This design comes from an exercise in tuning for small area, a short achievable clock period and few clock cycles per item on the open sky130 flow, not from production work.
In this exercise RTL edits were held to simulation tests only and were not proved equivalent to the original.
Power and IR drop assume default switching activity.

==> flow/design.v <==
`timescale 1ns/1ps
`default_nettype none
module bus_mem (
	input  logic        clk_sys,
	input  logic        we,
	input  logic [7:0]  addr,
	input  logic [15:0] wdata,
	output logic [15:0] rdata
);
	logic [15:0] mem [256];
	always_ff @(posedge clk_sys)
		if (we)
			mem[addr] <= wdata;
	assign rdata = mem[addr];
endmodule
`default_nettype wire
`timescale 1ns/1ps
`default_nettype none
module iob_top #(
	parameter int MEM_WORDS = 256
) (
	input  logic        clk_sys,
	input  logic        reset,
	input  logic        rx_req,
	input  logic [7:0]  rx_byte,
	output logic        rx_ack,
	output logic        tx_req,
	output logic [7:0]  tx_byte,
	input  logic        tx_ack,
	input  logic        loc_req,
	input  logic        loc_we,
	input  logic [15:0] loc_addr,
	input  logic [15:0] loc_wdata,
	output logic        loc_ack,
	output logic [15:0] loc_rdata,
	output logic [1:0]  loc_status
);
	logic [2:0]  rx_pos;     
	logic        c_ok;       
	logic        c_wr;       
	logic [7:0]  b_a1, b_ahi, b_alo;
	logic [15:0] b_d;        
	logic        fr_rdy;     
	logic [2:0]  tx_pos;     
	logic        t_ok;       
	logic        acc_link, acc_loc, acc_wen, acc_inr;
	logic [7:0]  acc_addr;
	logic [15:0] acc_wd;
	logic [15:0] mem_rdata;
	logic        loc_inr;
	logic [15:0] loc_rd;
	logic slot_free, take, take_last, tx_done_byte, loc_load;
	assign tx_done_byte = tx_req && tx_ack;
	assign slot_free = !fr_rdy || (tx_pos > rx_pos) || (tx_pos == rx_pos && tx_done_byte);
	assign take = rx_req && !rx_ack && slot_free;
	assign take_last = take && (rx_pos == 3'd5);
	assign loc_load = loc_req && !loc_ack && !acc_loc && !take_last;
	always_ff @(posedge clk_sys) begin
		if (reset) begin
			rx_ack <= 1'b0;
			rx_pos <= 3'd0;
			tx_req <= 1'b0;
			tx_pos <= 3'd0;
			fr_rdy <= 1'b0;
			loc_ack <= 1'b0;
			acc_link <= 1'b0;
			acc_loc <= 1'b0;
		end else begin
			if (take) begin
				rx_ack <= 1'b1;
				rx_pos <= take_last ? 3'd0 : rx_pos + 3'd1;
			end else if (rx_ack && !rx_req)
				rx_ack <= 1'b0;
			if (tx_req) begin
				if (tx_ack) begin
					tx_req <= 1'b0;
					if (tx_pos == 3'd5) begin
						tx_pos <= 3'd0;
						fr_rdy <= 1'b0;
					end else
						tx_pos <= tx_pos + 3'd1;
				end
			end else if (fr_rdy && !tx_ack)
				tx_req <= 1'b1;
			if (take_last)
				fr_rdy <= 1'b1;
			acc_link <= take_last;
			acc_loc <= loc_load;
			if (acc_loc)
				loc_ack <= 1'b1;
			else if (loc_ack && !loc_req)
				loc_ack <= 1'b0;
		end
	end
	always_ff @(posedge clk_sys) begin
		if (take) begin
			case (rx_pos)
				3'd0: begin
					c_ok <= rx_byte[7] && (rx_byte[3:0] == 4'h2 || rx_byte[3:0] == 4'h3);
					c_wr <= rx_byte[3:0] == 4'h2;
				end
				3'd1: b_a1 <= rx_byte;
				3'd2: b_ahi <= rx_byte;
				3'd3: b_alo <= rx_byte;
				3'd4: b_d[15:8] <= rx_byte;
				default: b_d[7:0] <= rx_byte;
			endcase
		end else if (acc_link && !acc_wen)
			b_d <= mem_rdata;  
		if (take_last)
			t_ok <= c_ok && (b_ahi == 8'h00);
	end
	always_ff @(posedge clk_sys) begin
		if (take_last) begin
			acc_addr <= b_alo;
			acc_wd <= {b_d[15:8], rx_byte};
			acc_wen <= c_ok && c_wr && (b_ahi == 8'h00);
			acc_inr <= 1'b1;
		end else if (loc_load) begin
			acc_addr <= loc_addr[7:0];
			acc_wd <= loc_wdata;
			acc_wen <= loc_we && (loc_addr[15:8] == 8'h00);
			acc_inr <= loc_addr[15:8] == 8'h00;
		end
		if (!take_last && !loc_load)
			acc_wen <= 1'b0;  
	end
	always_ff @(posedge clk_sys) begin
		if (acc_loc) begin
			loc_rd <= mem_rdata;
			loc_inr <= acc_inr;
		end
	end
	assign loc_rdata = loc_inr ? loc_rd : 16'h0000;
	assign loc_status = {!loc_inr, loc_inr};
	bus_mem bus_mem_inst (
		.clk_sys,
		.we(acc_wen),
		.addr(acc_addr),
		.wdata(acc_wd),
		.rdata(mem_rdata)
	);
	always_comb begin
		case (tx_pos)
			3'd0: tx_byte = {6'b000000, c_ok, !t_ok};
			3'd1: tx_byte = b_a1;
			3'd2: tx_byte = b_ahi;
			3'd3: tx_byte = b_alo;
			3'd4: tx_byte = t_ok ? b_d[15:8] : 8'h00;
			default: tx_byte = t_ok ? b_d[7:0] : 8'h00;
		endcase
	end
endmodule
`default_nettype wire
==> flow/run.sh <==
#!/bin/bash
# synth_recipe.tcl (not shown) runs the flow's synth.tcl, then flattens the netlist and writes it again
# the make line also repeats each setting of config.mk as NAME=value (left out here)
make -C /OpenROAD-flow-scripts/flow DESIGN_CONFIG=/design/flow/config.mk WORK_HOME=/design/flow/orfs CLKGATE_MAP_FILE= SYNTH_SCRIPT=/design/flow/synth_recipe.tcl finish
==> flow/config.mk <==
export PLATFORM = sky130hd
export DESIGN_NAME = iob_top
export DESIGN_NICKNAME = iob_top
export VERILOG_FILES = /design/flow/design.v
export SDC_FILE = /design/flow/constraint.sdc
export NUM_CORES = 4
export LEC_CHECK = 0
export CAP_MARGIN = 20
export CORE_MARGIN = 2
export CORE_UTILIZATION = 50
export SLEW_MARGIN = 20
export SYNTH_MEMORY_MAX_BITS = 8192
==> flow/constraint.sdc <==
create_clock -name core_clock -period 6.0 [get_ports {clk_sys}]
set_input_delay 1.2000 -clock core_clock [delete_from_list [all_inputs] [get_ports {clk_sys}]]
set_output_delay 1.2000 -clock core_clock [all_outputs]
set_load 0.01 [all_outputs]
==> results.txt <==
STA
---------------------------------------------------------------------------------
Unrepaired setup endpoints after global routing                                no
Fraction of the cycle the final worst path needs                            86.1%
Final Skew                                                              0.0785 ns
Setup TNS Final                                                              0 ns
Max Freq                                                                  194 MHz
Number of max-slew violations in the final report                               0
Final worst path period need                                              5.16 ns
Hold slack final                                                         0.443 ns
Hold violation total from the final report                                      0
Worst slew margin relative to its limit                                     7.52%
Count of final setup violators                                                  0
Slew at the pin with the worst max-slew slack                             1.37 ns
Final worst setup slack                                                  0.835 ns

SETUP PATH
---------------------------------------------------------------------------------
Worst path required time                                                  6.85 ns
Cells on worst reg2reg path                                                     8
Element type at the critical path start                                  register
Crit path max fanout                                                           38
Category of the critical setup timing path                             reg -> reg
Capture instance of the worst register-to-register path                    b_d[4]
Critical Path AT                                                          6.02 ns
Worst setup endpoint                                                       b_d[4]
Worst-case register-to-register setup slack                               0.84 ns
CP Capture Type                                                          register

PLACEMENT
---------------------------------------------------------------------------------
DPL Wire Length                                                         286000 µm
Port Buffers                                                                   74
Placed standard-cell area                                               0.171 mm²
Number of placed cells counting well taps                                   12.0k
Post-placement setup slack                                                1.09 ns
Global placer's final weighted congestion                                   0.944

GLOBAL ROUTING
---------------------------------------------------------------------------------
Largest net degree at the start of global routing                             225
Overall fraction of global-route tracks in use                              28.2%
Total congestion overflow                                                       0
Number of global-route vias before repair                                   81.3k
Number of antenna violations at the first check in global routing              39
Wire length of the first global-routing pass                            651000 µm

CTS
---------------------------------------------------------------------------------
H-Tree Depth                                                                    5
Clock buffer count from CTS                                                   426
Clk Latency, worst-skew pair                                              0.99 ns
Hold-fix buffer count after cts                                                 0
TritonCTS clock tree                                                         done
# resized after CTS                                                             0
Number of clock sinks seen by CTS                                            4202
Clk buf depth                                                                   4
Clock-pin slew on the worst setup and hold paths                          0.06 ns
Root buffer selected by CTS                                          sky130_fd_sc_hd__clkbuf_16
Number of post-CTS setup repair buffers                                         0

LOGIC SYNTHESIS
---------------------------------------------------------------------------------
Per-instance average area after synthesis                                21.4 µm²
Flip-flop and latch count after synthesis                                    4202
Count of flip-flops with a built-in enable after synthesis                   4180
Unique masters post-synth                                                      81
Most used DFF post-synth                                             sky130_fd_sc_hd__edfxtp_1
Syn nets                                                                     7656
Portion of synthesized cell area occupied by the leading cell type          77.0%
Number of cells produced by synthesis                                        7601
Largest cells by area after synthesis                                sky130_fd_sc_hd__edfxtp_1 77%, sky130_fd_sc_hd__mux4_2 12%, sky130_fd_sc_hd__mux2i_1 2.2%
Ys async rst share                                                             0%
Synthesized area                                                        0.163 mm²
Warnings, synthesis                                                             2
Register area share after synthesis                                         77.3%
Top cell type by total area after synthesis                          sky130_fd_sc_hd__edfxtp_1

ROUTING
---------------------------------------------------------------------------------
Number of vias in the routed layout                                         83.0k
Final antenna-violating net count                                               0
Initial DRT Pass Iterations                                                     6
Residual DRC count                                                              0
Detailed-route wire length                                              468000 µm
Via density per instance                                                     6.46
Avg WL per Cell                                                           36.4 µm
Iteration-0 DRC count of the detailed router                                12.0k

DIE
---------------------------------------------------------------------------------
Total die area                                                          0.331 mm²
Standard-cell rows                                                            209
Die Y                                                                      575 µm
Effective utilization at floorplan                                          50.3%
Core region area                                                        0.324 mm²
Ports placed on the boundary                                                   75
Die width                                                                  575 µm

PWR
---------------------------------------------------------------------------------
Power density cells                                                    349 mW/mm²
Largest vdd supply drop                                                  0.289 mV
Leakage power                                                             58.5 nW
Overall power consumption                                                 64.5 mW

WORST HOLD PATH
---------------------------------------------------------------------------------
Hold/Removal Path Class                                                reg -> reg
Start point of the worst hold path                                        acc_inr

FINAL LAYOUT
---------------------------------------------------------------------------------
Post-Layout Cell Count                                                      12.9k
Proportion of layout cells with a drive suffix above 1                      26.4%
Area Growth Syn to Fin                                                      13.5%
Number of fill cells                                                        23.9k
Final instance area                                                     0.185 mm²
Number of nets in the finished design                                        8217
Final design utilization                                                    57.0%

RUN STATUS
---------------------------------------------------------------------------------
Outcome                                          no timing/DRC/antenna violations

FLOW RUN
---------------------------------------------------------------------------------
Max_cap viols                                                                   0

==> area by class of cell <==
class / count / area (µm²) / share of cell area, %
clock buffers: 506 / 11100 / 6.00
clock inverters: 275 / 2700 / 1.46
repair buffers: 575 / 5200 / 2.81
inverters: 17 / 70.1 / 0.0379
flip-flops and latches: 4202 / 126000 / 68.1
diodes: 15 / 37.5 / 0.0203
multi-input cells: 2940 / 34400 / 18.6
well taps: 4325 / 5410 / 2.93
==> power by group <==
part,switching [mW],leakage [nW],internal (mW)
Clock,11.2,6.70,15.1
Sequential,0.148,37.8,32.4
Combinational,3.64,14.0,1.96
==> cell usage after synthesis (9+ instances only) <==
cell type                  instances
sky130_fd_sc_hd__o22ai_1         134
sky130_fd_sc_hd__nand2b_1         14
sky130_fd_sc_hd__buf_6            92
sky130_fd_sc_hd__ha_1              9
sky130_fd_sc_hd__a21oi_1         111
sky130_fd_sc_hd__o21ai_0          63
sky130_fd_sc_hd__mux2_2          123
sky130_fd_sc_hd__a211oi_1         64
sky130_fd_sc_hd__a221oi_1         33
sky130_fd_sc_hd__and2_1           45
sky130_fd_sc_hd__buf_1            18
sky130_fd_sc_hd__buf_4            78
sky130_fd_sc_hd__nor3_1           46
sky130_fd_sc_hd__edfxtp_1       4180
sky130_fd_sc_hd__or3_1            24
sky130_fd_sc_hd__a22oi_1         111
sky130_fd_sc_hd__nand3_1          46
sky130_fd_sc_hd__a32oi_1          10
sky130_fd_sc_hd__a22o_1           25
sky130_fd_sc_hd__o211ai_1         27
sky130_fd_sc_hd__buf_8            12
sky130_fd_sc_hd__nor2_1          351
sky130_fd_sc_hd__mux2i_1         363
sky130_fd_sc_hd__o31ai_1           9
sky130_fd_sc_hd__dfxtp_1          22
sky130_fd_sc_hd__and3_1           10
sky130_fd_sc_hd__a311oi_1         12
sky130_fd_sc_hd__nor4_1           15
sky130_fd_sc_hd__o221ai_1         16
sky130_fd_sc_hd__mux4_2          891
sky130_fd_sc_hd__nand4_1          13
sky130_fd_sc_hd__a31oi_1          14
sky130_fd_sc_hd__nor2b_1          40
sky130_fd_sc_hd__inv_1            14
sky130_fd_sc_hd__nand2_1         208
sky130_fd_sc_hd__buf_2           114
sky130_fd_sc_hd__clkbuf_1        125
sky130_fd_sc_hd__o311a_1           9
==> routing by layer <==
metal | up-vias | routed length, µm | GRT usage, %
met5 | - | 208 | 0
met4 | 18 | 22400 | 11.6
met3 | 898 | 47000 | 6.21
met2 | 4462 | 216000 | 43.2
met1 | 44625 | 182000 | 39.6
li1 | 33045 | - | -
==> registers in the layout (all words and copies together), names as in the netlist, 3 cells and up, named ones only <==
register and flops:
bus_mem_inst.mem 4096, acc_wd 16, b_d 16, loc_rd 16
acc_addr 8, b_a1 8, b_ahi 8, b_alo 8
rx_pos 3, tx_pos 3
==> logic make-up after synthesis <==
kind of cell               Yosys count  synth area share [%]
AOI/OAI and AO/OA                  705                  3.02
xor gates and xnor gates             1               0.00537
adders and majority gates           10                0.0752
buffers and inverters              459                  1.86
DFF                               4202                  77.3
muxes                             1379                  15.4
and+or+nand+nor                    845                  2.35
==> worst min path at each step <==
| stage | end | slack [ns] | depth (start not counted) |
|---|---|---|---|
| after CTS | loc_inr | 0.44 | 0 |
| after global placement | loc_inr | 0.41 | 0 |
| after global routing | loc_inr | 0.46 | 0 |
| after floorplan | loc_inr | 0.41 | 0 |
| final | loc_inr | 0.44 | 0 |
| after detailed placement | loc_inr | 0.42 | 0 |
==> placed cells by master, fill, tap and decap left out, drive strengths merged, types with 69 or more instances in the layout <==
cell,instances
o22ai,134
mux4,891
clkinv,204
a22oi,111
o21ai,69
clkbuf,506
mux2,125
a21oi,111
clkdlybuf4s50,74
buf,501
nand2,208
edfxtp,4180
nor2,351
mux2i,363
==> worst max-delay path, cell delays in order, from the launching register on <==
cell and delay (ns):
sky130_fd_sc_hd__dfxtp_4 0.84, sky130_fd_sc_hd__buf_4 0.71, sky130_fd_sc_hd__or3b_1 0.66, sky130_fd_sc_hd__o22ai_1 0.25, sky130_fd_sc_hd__a211oi_1 0.14, sky130_fd_sc_hd__a211oi_2 0.77
sky130_fd_sc_hd__o211ai_1 0.39, sky130_fd_sc_hd__a311oi_1 0.96, sky130_fd_sc_hd__mux2_2 0.30
Testbench counts, summed over its fixed seeds: cycles 7,856, items 1,408.

-- port drivers added, routing unchanged --
Ports are ideal in the flow. The routed layout listed here was re-timed in OpenROAD.
Step 1 (the two cells are an assumption about what drives the block):
set clk [get_ports {clk_sys}]
set_driving_cell -lib_cell sky130_fd_sc_hd__clkbuf_16 $clk
set_driving_cell -lib_cell sky130_fd_sc_hd__buf_2 [delete_from_list [all_inputs] $clk]
Step 2 adds t to the input delays and takes it off the output delays; t is the mean of the earliest and latest rising clock arrival at the registers after step 1. Input paths then give back, and output paths get back, about the clock's delay inside the block.
Slacks: ideal ports / drivers / drivers and shift; pairs: ideal ports / drivers.
t, ns: 1.060
setup WS [ns]: 0.835 / 0.754 / 0.835
hold slack, ns: 0.443 / 0.443 / 0.443
worst setup path at the end: register to register
After both steps setup and hold are still met in this run. The setup slack of this run moves by -0.081 ns with the drivers and by 0.000 ns with both steps.
